From an optimization exercise on the open Yosys and OpenROAD flow, aimed at small area, a short achievable clock period and few clock cycles per item; shortcuts taken in it are not production practice. The RTL was checked by simulation tests, not by an equivalence proof against the original design. Power figures rest on the tool's default switching activity, not on a simulated workload.

Design heap_alloc_top, start of the top module:
module heap_alloc_top (
  input  logic        clk_i,
  input  logic        rst_ni,
  input  logic        req_valid_i,
  input  logic        req_is_alloc_i,
  input  logic [15:0] req_size_i,
  input  logic [15:0] req_addr_i,
  output logic        req_ready_o,
  output logic        res_valid_o,
  output logic [15:0] res_addr_o,
  input  logic        res_ready_i
);
  localparam int NS = 32;   
  localparam int NP = 16;   
  function automatic logic ge8(input logic [7:0] a, input logic [7:0] b);
    logic [7:0] g1, l1;
    logic [3:0] g2, l2;
    logic [1:0] g3, l3;
    logic       l4;
    g1 = a & ~b;
    l1 = ~a & b;
    for (int k = 0; k < 4; k++) begin
      g2[k] = g1[2*k+1] | (~l1[2*k+1] & g1[2*k]);
      l2[k] = l1[2*k+1] | (~g1[2*k+1] & l1[2*k]);
    end
    for (int k = 0; k < 2; k++) begin
      g3[k] = g2[2*k+1] | (~l2[2*k+1] & g2[2*k]);
      l3[k] = l2[2*k+1] | (~g2[2*k+1] & l2[2*k]);
    end
    l4  = l3[1] | (~g3[1] & l3[0]);
    ge8 = ~l4;
  endfunction
  function automatic logic lt5(input logic [4:0] a, input logic [4:0] b);
    logic g, l;
    g = 1'b0;
    l = 1'b0;
    for (int k = 4; k >= 0; k--) begin
      l = l | (~g & ~a[k] & b[k]);
      g = g | (~l & a[k] & ~b[k]);
    end
    lt5 = l;
  endfunction
  function automatic logic gt3(input logic [2:0] a, input logic [2:0] b);
    gt3 = (a[2] & ~b[2]) |
          ((a[2] | ~b[2]) & a[1] & ~b[1]) |
          ((a[2] | ~b[2]) & (a[1] | ~b[1]) & a[0] & ~b[0]);
  endfunction
  function automatic logic [NS-1:0] pre_or32(input logic [NS-1:0] x);
    logic [NS-1:0] y;
    y = x;
    for (int d = 1; d < NS; d = d * 2) begin
  ...
==> flow/config.mk <==
export PLATFORM = sky130hd
export DESIGN_NAME = heap_alloc_top
export DESIGN_NICKNAME = heap_alloc_top
export VERILOG_FILES = /design/flow/design.v
export SDC_FILE = /design/flow/constraint.sdc
export NUM_CORES = 4
export LEC_CHECK = 0
export CAP_MARGIN = 0
export CORE_MARGIN = 2
export CORE_UTILIZATION = 55
export SETUP_SLACK_MARGIN = 0.6
export SLEW_MARGIN = 0
export SYNTH_HIERARCHICAL = 1
export SYNTH_MINIMUM_KEEP_SIZE = 0
==> flow/constraint.sdc <==
create_clock -name core_clock -period 6.0 [get_ports {clk_i}]
set_input_delay 1.2000 -clock core_clock [delete_from_list [all_inputs] [get_ports {clk_i}]]
set_output_delay 1.2000 -clock core_clock [all_outputs]
set_load 0.01 [all_outputs]
run.sh (not shown) runs the stock make flow with config.mk's settings and CLKGATE_MAP_FILE= SYNTH_SCRIPT=/design/flow/synth_recipe.tcl, a recipe that flattens the netlist after the stock synthesis.
Testbench counts at the start, summed over its fixed seeds: cycles 8,016, ops 8,000.
Change:
Settings changed: CAP_MARGIN 0 to 20, SETUP_SLACK_MARGIN 0.6 to 0.2, SLEW_MARGIN 0 to 20.
The changed run completed without violations.
Utilization went down by 3.2 points.
Global-route usage decreases by 0.48 points.
Critical path depth came out higher by 3.
Total power shrinks by 1.4%.
Synthesized area does not change.
Wire length fell by 3.5%.
Worst hold slack improved by 0.0033 ns.
Final area is lower by about 4.7%.
Clock skew is higher by 0.016 ns.
Via count went down by 2.3%.
Change:
Settings changed: ABC_AREA from default to 1, SYNTH_HIERARCHICAL 1 to default, SYNTH_MINIMUM_KEEP_SIZE 0 to default.
=> Combinational power goes up by about 2%. First-iteration DRC count rose by 13%. Routed wire length grows by 5.6%. Hold slack got worse by 0.019 ns.
Change:
Settings changed: ABC_AREA 1 to default, CAP_MARGIN 20 to 0, SLEW_MARGIN 20 to 0, SYNTH_HIERARCHICAL from default to 1, SYNTH_MINIMUM_KEEP_SIZE from default to 0.
Result:
- The new run passed the timing, design-rule and antenna checks
- wire length drops by about 4.3%
- cell area drops by 5.2%
- final cell count drops by 22%
- hold slack is better by 0.016 ns
- count of clock-buffer cells in the layout climbs by 6

-- afterwards: timing with drivers on the ports --
The flow's constraints put no driver on any port. The routed layouts listed below were extracted and timed again, unchanged, in two steps.
Step 1 assumes that a clkbuf_16 drives the clock port and a buf_2 every other input.
Step 2, shift: input delay + t, output delay - t, t = (earliest + latest rising clock arrival at the registers) / 2. This alone moves slack from input paths to output paths.
Slacks: no drivers / after step 1 / after step 2; pairs: no drivers / after step 1.
| run | t, ns | slack for setup (ns) | slew at the worst register clock pin (ns) |
|---|---|---|---|
| the first run | 0.659 | 0.507 / 0.507 / 0.407 | 0.06 / 0.06 |
| the second run | 0.663 | 0.250 / 0.250 / 0.250 | 0.07 / 0.07 |
| the third run | 0.649 | 0.320 / 0.320 / 0.320 | 0.07 / 0.07 |
| the fourth run | 0.650 | 0.279 / 0.279 / 0.279 | 0.07 / 0.07 |
After both steps setup and hold are still met in every run listed. The setup slack of the first run, which loses most, moves by 0.000 ns with the drivers and by -0.100 ns with both steps.
